Source: an optimization exercise on an open RTL-to-GDS flow (aim: small area). Production flows keep margins and buffers that such runs may drop. In this exercise RTL edits were held to simulation tests only and were not proved equivalent to the original. Power figures rest on the tool's default switching activity, not on a simulated workload.

==> flow/design.v <==
package qpu_pkg;
  localparam int XLEN         = 32;
  localparam int RF_NUM       = 16;
  localparam int RFIDX_W      = 4;
  localparam int TIME_W       = 32;
  localparam int EVENT_NUM    = 8;
  localparam int EVENT_DATA_W = 16;
  localparam int TIQ_DEPTH    = 4;
  localparam int IMM_W        = 16;
  localparam logic [3:0] OP_ADDI = 4'h1;  
  localparam logic [3:0] OP_ADD  = 4'h2;
  localparam logic [3:0] OP_SUB  = 4'h3;
  localparam logic [3:0] OP_LUI  = 4'h4;  
  localparam logic [3:0] OP_SETT = 4'h5;  
  localparam logic [3:0] OP_SETE = 4'h6;  
  localparam logic [3:0] OP_TPT  = 4'h7;  
endpackage
`timescale 1ns/1ps
module qpu_exu_rdmux (
  input  logic [15:1] i_sel,
  input  logic [15:1] i_d,
  output logic        o_q
);
  assign o_q = |(i_sel & i_d);
endmodule
`timescale 1ns/1ps
module qpu_exu_mux4 (
  input  logic [3:0] i_sel,
  input  logic [3:0] i_d,
  output logic       o_q
);
  assign o_q = |(i_sel & i_d);
endmodule
`timescale 1ns/1ps
module qpu_exu (
  input  logic        clk,
  input  logic        i_reset,
  input  logic        i_valid,
  input  logic [31:0] i_instr,
  input  logic        i_trigger,
  input  logic [31:0] i_trigger_clk,
  output logic        o_ready,
  output logic        o_clk_ena,
  output logic [7:0]  o_event_valid,
  output logic [15:0] o_event_data
);
  logic        full;
  logic        accept;
  assign o_ready = ~full;
  assign accept  = i_valid & ~full;
  logic [3:0]  op;
  logic [15:0] imm;
  logic        is_addi, is_add, is_sub, is_lui, is_sett, is_sete, is_tpt;
  assign op  = {i_instr[31] | i_reset, i_instr[30:28]};
  assign imm = i_instr[15:0];
  assign is_addi = (op == qpu_pkg::OP_ADDI);
  assign is_add  = (op == qpu_pkg::OP_ADD);
  assign is_sub  = (op == qpu_pkg::OP_SUB);
  assign is_lui  = (op == qpu_pkg::OP_LUI);
  assign is_sett = (op == qpu_pkg::OP_SETT);
  assign is_sete = (op == qpu_pkg::OP_SETE);
  assign is_tpt  = (op == qpu_pkg::OP_TPT);
  logic [31:0] rf_q [1:15];
  logic [15:1] vld_q;
  logic        rf_wen;
  logic [3:0]  rd;
  logic [31:0] sum;
  logic [15:1] sel1, sel2;
  logic        rr;           
  logic [31:0] rs1, rs2;
  assign rf_wen = accept & (is_addi | is_add | is_sub | is_lui);
  assign rr     = is_add | is_sub;
  assign rd     = i_instr[27:24];
  always_ff @(posedge clk) begin
    for (int i = 1; i < 16; i++) begin
      if (rf_wen && rd == 4'(i)) rf_q[i] <= sum;
    end
  end
  always_ff @(posedge clk) begin
    for (int i = 1; i < 16; i++) begin
      if (i_reset) vld_q[i] <= 1'b0;
      else if (rf_wen && rd == 4'(i)) vld_q[i] <= 1'b1;
    end
  end
  always_comb begin
    for (int i = 1; i < 16; i++) begin
      sel1[i] = vld_q[i] && !is_lui && !i_reset && i_instr[23:20] == 4'(i);
      sel2[i] = vld_q[i] && rr && i_instr[19:16] == 4'(i);
    end
  end
  for (genvar b = 0; b < 32; b++) begin : g_rd
    logic [15:1] col;
    for (genvar i = 1; i < 16; i++) begin : g_col
      assign col[i] = rf_q[i][b];
    end
    qpu_exu_rdmux u_rd1 (.i_sel(sel1), .i_d(col), .o_q(rs1[b]));
    qpu_exu_rdmux u_rd2 (.i_sel(sel2), .i_d(col), .o_q(rs2[b]));
  end
  logic [31:0] a;
  logic [31:0] b;
  assign a = rs1;
  always_comb begin
    b[15:0]  = ({16{is_addi | is_sett}} & imm)
             | (rs2[15:0] ^ {16{is_sub}});
    b[31:16] = ({16{is_addi & imm[15]}})
             | ({16{is_lui}} & imm)
             | (rs2[31:16] ^ {16{is_sub}});
  end
  logic [31:0] p, g;
  logic [31:0] gg [6];
  logic [31:0] pp [6];
  logic [31:0] c;
  always_comb begin
    p = a ^ b;
    g = a & b;
    g[0] = g[0] | (p[0] & is_sub);
    gg[0] = g;
    pp[0] = p;
    for (int l = 1; l <= 5; l++) begin
      gg[l] = gg[l-1];
      pp[l] = pp[l-1];
      for (int i = 0; i < 32; i++) begin
        if ((i % (1 << l)) == (1 << l) - 1) begin
          gg[l][i] = gg[l-1][i] | (pp[l-1][i] & gg[l-1][i - (1 << (l-1))]);
          pp[l][i] = pp[l-1][i] & pp[l-1][i - (1 << (l-1))];
        end
      end
    end
    for (int l = 4; l >= 1; l--) begin
      for (int i = 0; i < 32; i++) begin
        if ((i % (1 << l)) == (1 << (l-1)) - 1 && i >= (1 << l)) begin
          gg[5][i] = gg[5][i] | (pp[5][i] & gg[5][i - (1 << (l-1))]);
          pp[5][i] = pp[5][i] & pp[5][i - (1 << (l-1))];
        end
      end
    end
    c = {gg[5][30:0], is_sub};
  end
  assign sum = p ^ c;
  logic        tset, eset, push;
  logic [31:0] tm_q [4];
  logic [7:0]  mk_q [4];
  logic [15:0] dt_q [4];
  logic [1:0]  tcur_q, ecur_q;    
  logic        tref_q, eref_q;    
  logic [1:0]  twr, ewr;
  logic [1:0]  tp_q [4];          
  logic [1:0]  ep_q [4];
  logic [1:0]  wptr_q, rptr_q, lptr;
  logic [2:0]  cnt_q;
  logic        clk_ena_q;
  logic        rel_q;
  logic        empty;
  logic        pop;
  assign tset = i_reset | (accept & is_sett);
  assign eset = i_reset | (accept & is_sete);
  assign push = accept & is_tpt;
  assign twr = tcur_q + {1'b0, tref_q};
  assign ewr = ecur_q + {1'b0, eref_q};
  always_ff @(posedge clk) begin
    if (tset) tm_q[twr] <= sum;
    if (eset) begin
      mk_q[ewr] <= imm[7:0] & {8{~i_reset}};
      dt_q[ewr] <= rs1[15:0];
    end
    if (push) begin
      tp_q[wptr_q] <= tcur_q;
      ep_q[wptr_q] <= ecur_q;
    end
    if (tset) tcur_q <= twr;
    if (eset) ecur_q <= ewr;
  end
  assign full  = cnt_q[2];
  assign empty = (cnt_q == 3'd0);
  logic [3:0]  hsel, lsel;
  logic [31:0] head;
  logic [7:0]  lmask;
  always_comb begin
    for (int j = 0; j < 4; j++) begin
      hsel[j] = (tp_q[rptr_q] == 2'(j));
      lsel[j] = (ep_q[lptr] == 2'(j));
    end
  end
  for (genvar k = 0; k < 32; k++) begin : g_head
    qpu_exu_mux4 u_mux (.i_sel(hsel), .i_d({tm_q[3][k], tm_q[2][k], tm_q[1][k], tm_q[0][k]}), .o_q(head[k]));
  end
  for (genvar k = 0; k < 8; k++) begin : g_mask
    qpu_exu_mux4 u_mux (.i_sel(lsel), .i_d({mk_q[3][k], mk_q[2][k], mk_q[1][k], mk_q[0][k]}), .o_q(lmask[k]));
  end
  for (genvar k = 0; k < 16; k++) begin : g_data
    qpu_exu_mux4 u_mux (.i_sel(lsel), .i_d({dt_q[3][k], dt_q[2][k], dt_q[1][k], dt_q[0][k]}), .o_q(o_event_data[k]));
  end
  assign pop   = clk_ena_q & ~empty & (i_trigger_clk >= head);
  always_ff @(posedge clk) begin
    if (i_reset) begin
      wptr_q    <= '0;
      rptr_q    <= '0;
      cnt_q     <= '0;
      clk_ena_q <= 1'b0;
      rel_q     <= 1'b0;
      tref_q    <= 1'b0;
      eref_q    <= 1'b0;
    end else begin
      if (push) wptr_q <= wptr_q + 2'd1;
      if (pop) rptr_q <= rptr_q + 2'd1;
      if (push & ~pop) cnt_q <= cnt_q + 3'd1;
      else if (pop & ~push) cnt_q <= cnt_q - 3'd1;
      clk_ena_q <= clk_ena_q | i_trigger;
      rel_q     <= pop;
      if (push) tref_q <= 1'b1;
      else if (tset) tref_q <= 1'b0;
      if (push) eref_q <= 1'b1;
      else if (eset) eref_q <= 1'b0;
    end
  end
  assign lptr          = rptr_q - 2'd1;
  assign o_clk_ena     = clk_ena_q;
  assign o_event_valid = {8{rel_q}} & lmask;
endmodule
==> flow/config.mk <==
export PLATFORM = sky130hd
export DESIGN_NAME = qpu_exu
export DESIGN_NICKNAME = qpu_exu
export VERILOG_FILES = /design/flow/design.v
export SDC_FILE = /design/flow/constraint.sdc
export NUM_CORES = 4
export LEC_CHECK = 0
export CAP_MARGIN = 20
export CORE_MARGIN = 2
export CORE_UTILIZATION = 75
export SLEW_MARGIN = 20
export SYNTH_HIERARCHICAL = 1
export SYNTH_MINIMUM_KEEP_SIZE = 0
==> flow/constraint.sdc <==
create_clock -name core_clock -period 7.0 [get_ports {clk}]
set_input_delay 1.4000 -clock core_clock [delete_from_list [all_inputs] [get_ports {clk}]]
set_output_delay 1.4000 -clock core_clock [all_outputs]
set_load 0.01 [all_outputs]
standard.sh (not shown) runs the stock make flow with config.mk's settings and CLKGATE_MAP_FILE= SYNTH_SCRIPT=/design/flow/synth_recipe.tcl, a recipe that flattens the netlist after the stock synthesis.
==> flow/flow/run.sh <==
#!/bin/bash
# Standard layout with three changes after synthesis:
#  - ports are buffered with buf_1 instead of the default delay-cell buffer;
#  - the buffer repair may not use the largest buffers (buf_8/12/16), so it
#    drives high-fanout nets with several small buffers instead;
#  - clock tree: clkbuf_8 buffers over clusters of at most 16 sinks within
#    60 um, and no dummy loads.
# Synthesis is the standard one, unchanged.
set -euo pipefail

bash standard.sh synth > synth.log 2>&1

PLAT_DU=$(make -s -C "$FLOW_HOME" DESIGN_CONFIG="$FLOW_CONFIG" WORK_HOME="$PWD/orfs" \
  print-DONT_USE_CELLS 2>/dev/null | sed -n 's/^DONT_USE_CELLS: //p')
[ -n "$PLAT_DU" ] || { echo "could not read DONT_USE_CELLS" >&2; exit 1; }
echo "platform dont-use: $PLAT_DU" > layout.log

bash standard.sh \
  "DONT_USE_CELLS=$PLAT_DU sky130_fd_sc_hd__buf_8 sky130_fd_sc_hd__buf_12 sky130_fd_sc_hd__buf_16" \
  "BUFFER_PORTS_ARGS=-buffer_cell sky130_fd_sc_hd__buf_1" \
  "CTS_ARGS=-sink_clustering_enable -repair_clock_nets -sink_clustering_size 16 -sink_clustering_max_diameter 60 -dont_use_dummy_load -buf_list sky130_fd_sc_hd__clkbuf_8" \
  finish >> layout.log 2>&1
Rerun with:
--- a/flow/design.v
+++ b/flow/design.v
@@ -20,9 +20,24 @@
   input  logic [15:1] i_sel,
   input  logic [15:1] i_d,
   output logic        o_q
 );
-  assign o_q = |(i_sel & i_d);
+  logic [4:0] n;
+  for (genvar k = 0; k < 5; k++) begin : g_grp
+    qpu_exu_aoi222 u_aoi (
+      .i_a (i_sel[3*k+3:3*k+1]),
+      .i_b (i_d[3*k+3:3*k+1]),
+      .o_y (n[k])
+    );
+  end
+  assign o_q = ~&n;
+endmodule
+module qpu_exu_aoi222 (
+  input  logic [2:0] i_a,
+  input  logic [2:0] i_b,
+  output logic       o_y
+);
+  assign o_y = ~|(i_a & i_b);
 endmodule
 `timescale 1ns/1ps
 module qpu_exu_mux4 (
   input  logic [3:0] i_sel,
Outcome: Total power is about the same. Global-route usage rose by 2.8 points. Register-to-register slack got worse by 0.17 ns. Synthesized area fell by 1.7%. Routed wire length rose by 6.2%. First-iteration DRC count rose by 39%. Clock skew fell by 0.0077 ns. Setup slack got worse by 0.26 ns. Design area fell by about 1.4%. Count of clock-buffer cells in the layout fell by 1. Sequential power barely changes. Sequential share of layout area rose by 0.92 points.

[static timing again, ports no longer ideal]
The flow's constraints put no driver on any port. The routed layouts listed below were extracted and timed again, unchanged, in two steps. Step 1 sets driving cells, clkbuf_16 on the clock port and buf_2 on the other inputs (assumed; they add their load-dependent delay and slew). Step 2 also shifts input and output timing later by t, the mid clock arrival at the registers, as if the neighbouring blocks saw the same clock. a / b / c = no drivers / after step 1 / after step 2; a / b = the first two.
| run | t (ns) | slack for setup (ns) | hold WS [ns] |
|---|---|---|---|
| the first run | 0.730 | 0.610 / 0.640 / -0.090 | 0.507 / 0.507 / 0.507 |
| the second run | 0.753 | 0.351 / 0.379 / -0.374 | 0.511 / 0.511 / 0.511 |
With both steps, setup timing fails in the first run and the second run, where it was met with ideal ports. The setup slack of the second run, which loses most, moves by +0.028 ns with the drivers and by -0.725 ns with both steps.
